Context: an optimization exercise on an open-source flow, tuned for small area and a short achievable clock period. The choices shown serve that exercise and are no tape-out recipe.
The RTL was checked by simulation tests, not by an equivalence proof against the original design.
Power is estimated from default activity; no workload was simulated.

Design frame_buffer_top, start of the top module:
module frame_buffer_top
(
   input  logic                 sram_clock,
   input  logic                 rst,
   input  logic                 in_valid,
   input  logic                 in_last,
   input  logic                 hold,
   input  stream_pkg::sample_t  in_data,
   output logic                 out_valid,
   output logic                 out_last,
   output logic                 frame_dropped,
   output stream_pkg::sample_t  out_data
);
Size: ~1200 flip-flops, about 44000 um^2 of cells after synthesis.
export LEC_CHECK = 0
export CAP_MARGIN = 20
export CORE_MARGIN = 2
export CORE_UTILIZATION = 50
export CTS_CLUSTER_DIAMETER = 60
export CTS_CLUSTER_SIZE = 30
export SETUP_SLACK_MARGIN = 2.0
export SLEW_MARGIN = 20
export SYNTH_HIERARCHICAL = 1
create_clock -name core_clock -period 4.0 [get_ports {sram_clock}]
run.sh (not shown) runs the stock make flow with config.mk's settings and CLKGATE_MAP_FILE= SYNTH_SCRIPT=/design/flow/synth_recipe.tcl, a recipe that flattens the netlist after the stock synthesis.
Change:
--- a/flow/config.mk
+++ b/flow/config.mk
@@ -8,5 +8,5 @@
 export CAP_MARGIN = 20
 export CORE_MARGIN = 2
-export CORE_UTILIZATION = 50
+export CORE_UTILIZATION = 55
 export CTS_CLUSTER_DIAMETER = 60
 export CTS_CLUSTER_SIZE = 30
Result: Design area fell by a few percent; count of clock-buffer cells in the layout shrinks by 4; power went down by a few percent; routed wire length fell by a few percent; worst hold slack gets worse by 0.0053 ns; sequential cell count does not change; core utilization grows by 4.3 points; combinational power shrinks by roughly a tenth; cell count fell by a few percent; first-iteration DRC count fell by about a fifth; sequential power hardly moves.

* * *

Another version of the RTL of frame_buffer_top (not shown whole).
Size in the first run: about 3200 cells after synthesis, roughly 1100 flip-flops, ~40 I/O pins.
Settings: LEC_CHECK=0, ABC_AREA=1, CAP_MARGIN=20, CORE_MARGIN=2, CORE_UTILIZATION=55, CTS_CLUSTER_DIAMETER=60, CTS_CLUSTER_SIZE=30, SETUP_SLACK_MARGIN=2.0, SLEW_MARGIN=20; clock period 4.0 ns.
Rerun with:
==> flow/flow/run.sh (new file) <==
#!/bin/bash
# Standard layout, except that the combinational logic of the standard
# synthesis netlist is re-mapped by flow/remap.tcl before floorplanning.
# Registers (cells and names) are left exactly as the standard synthesis
# made them. Each tool's output goes to a log file in this folder.
set -euo pipefail
R=orfs/results/${FLOW_PLATFORM}/frame_buffer_top/base
LIB=${FLOW_HOME}/platforms/${FLOW_PLATFORM}/lib/sky130_fd_sc_hd__tt_025C_1v80.lib

bash standard.sh synth > synth.log 2>&1

cp ${R}/1_2_yosys.v ${R}/1_2_yosys_standard.v
IN=${R}/1_2_yosys_standard.v OUT=${R}/1_2_yosys.v STAT=remap_stat.txt LIB=${LIB} \
   yosys -c flow/remap.tcl > remap.log 2>&1
mv ${R}/1_2_yosys.v.tmp ${R}/1_2_yosys.v
rm -f ${R}/1_synth.odb ${R}/1_synth.sdc

bash standard.sh finish > layout.log 2>&1
==> flow/flow/remap.tcl (new file) <==
# Re-map the combinational logic of the standard synthesis netlist with
# Yosys's default ABC script (which uses the AOI222 cells for the read
# AND-OR tree). Registers stay the same cell instances with the same names.
# usage: yosys -c remap.tcl   (env IN, OUT, LIB)
yosys read_liberty -ignore_miss_func $::env(LIB)
yosys read_verilog $::env(IN)
yosys hierarchy -top frame_buffer_top
# Keep every sequential or function-less cell as it is.
yosys setattr -mod -set keep_hierarchy 1 {sky130_fd_sc_hd__*df*} {sky130_fd_sc_hd__*dl*} sky130_fd_sc_hd__conb_1
yosys flatten
yosys delete {t:$scopeinfo}
set dont_use {}
foreach c {*probe* *lpflow*} { lappend dont_use -dont_use $c }
yosys abc -liberty $::env(LIB) {*}$dont_use
yosys splitnets
yosys opt_clean -purge
yosys hilomap -singleton -hicell sky130_fd_sc_hd__conb_1 HI -locell sky130_fd_sc_hd__conb_1 LO
yosys insbuf -buf sky130_fd_sc_hd__buf_4 A X
yosys select -module frame_buffer_top
yosys tee -o $::env(STAT) stat -liberty $::env(LIB)
yosys select -clear
yosys cd
yosys delete {sky130_fd_sc_hd__*}
yosys write_verilog -noattr -nohex -nodec -selected $::env(OUT).tmp
==> flow/standard.sh (new file) <==
#!/bin/bash
# synth_recipe.tcl (not shown) runs the flow's synth.tcl, then flattens the netlist and writes it again
# the make line also repeats each setting of config.mk as NAME=value (left out here)
make -C /OpenROAD-flow-scripts/flow DESIGN_CONFIG=/design/flow/config.mk WORK_HOME=/design/flow/orfs CLKGATE_MAP_FILE= SYNTH_SCRIPT=/design/flow/synth_recipe.tcl "${@:-finish}"
removed: flow/run.sh
Total power drops by 11%.
Non-clock buffer count drops by 89.
Cell area drops by 7.5%.
Maximum frequency drops by 6.9%.
Critical path depth drops by 3.
Worst hold slack gains 0.0038 ns.

separate check: timing with driven ports:
Ports are ideal in the flow. The routed layouts listed here were re-timed in OpenROAD.
Step 1: set_driving_cell puts a clkbuf_16 on sram_clock and a buf_2 on each other input, an assumption about the parent block.
Step 2 times the ports against the registers' clock, not the clock port: input delays grow and output delays shrink by t, the midpoint of the rising clock arrivals with the driver on.
Three values: ideal, step 1, step 2; two values: the first two.
run | t, ns | slack for setup (ns) | latest minus earliest clock arrival (ns)
the first run of note 1 | 0.709 | 1.913 / 1.913 / 1.447 | 0.043 / 0.042
the second run of note 1 | 0.713 | 1.917 / 1.917 / 1.395 | 0.032 / 0.032
the first run of note 2 | 0.731 | 1.689 / 1.689 / 1.321 | 0.045 / 0.046
the second run of note 2 | 0.725 | 1.517 / 1.517 / 1.031 | 0.044 / 0.044
After both steps every run listed still meets setup and hold. For the second run of note 1, which loses most, drivers alone change the setup slack by 0.000 ns; drivers and shift together by -0.522 ns.
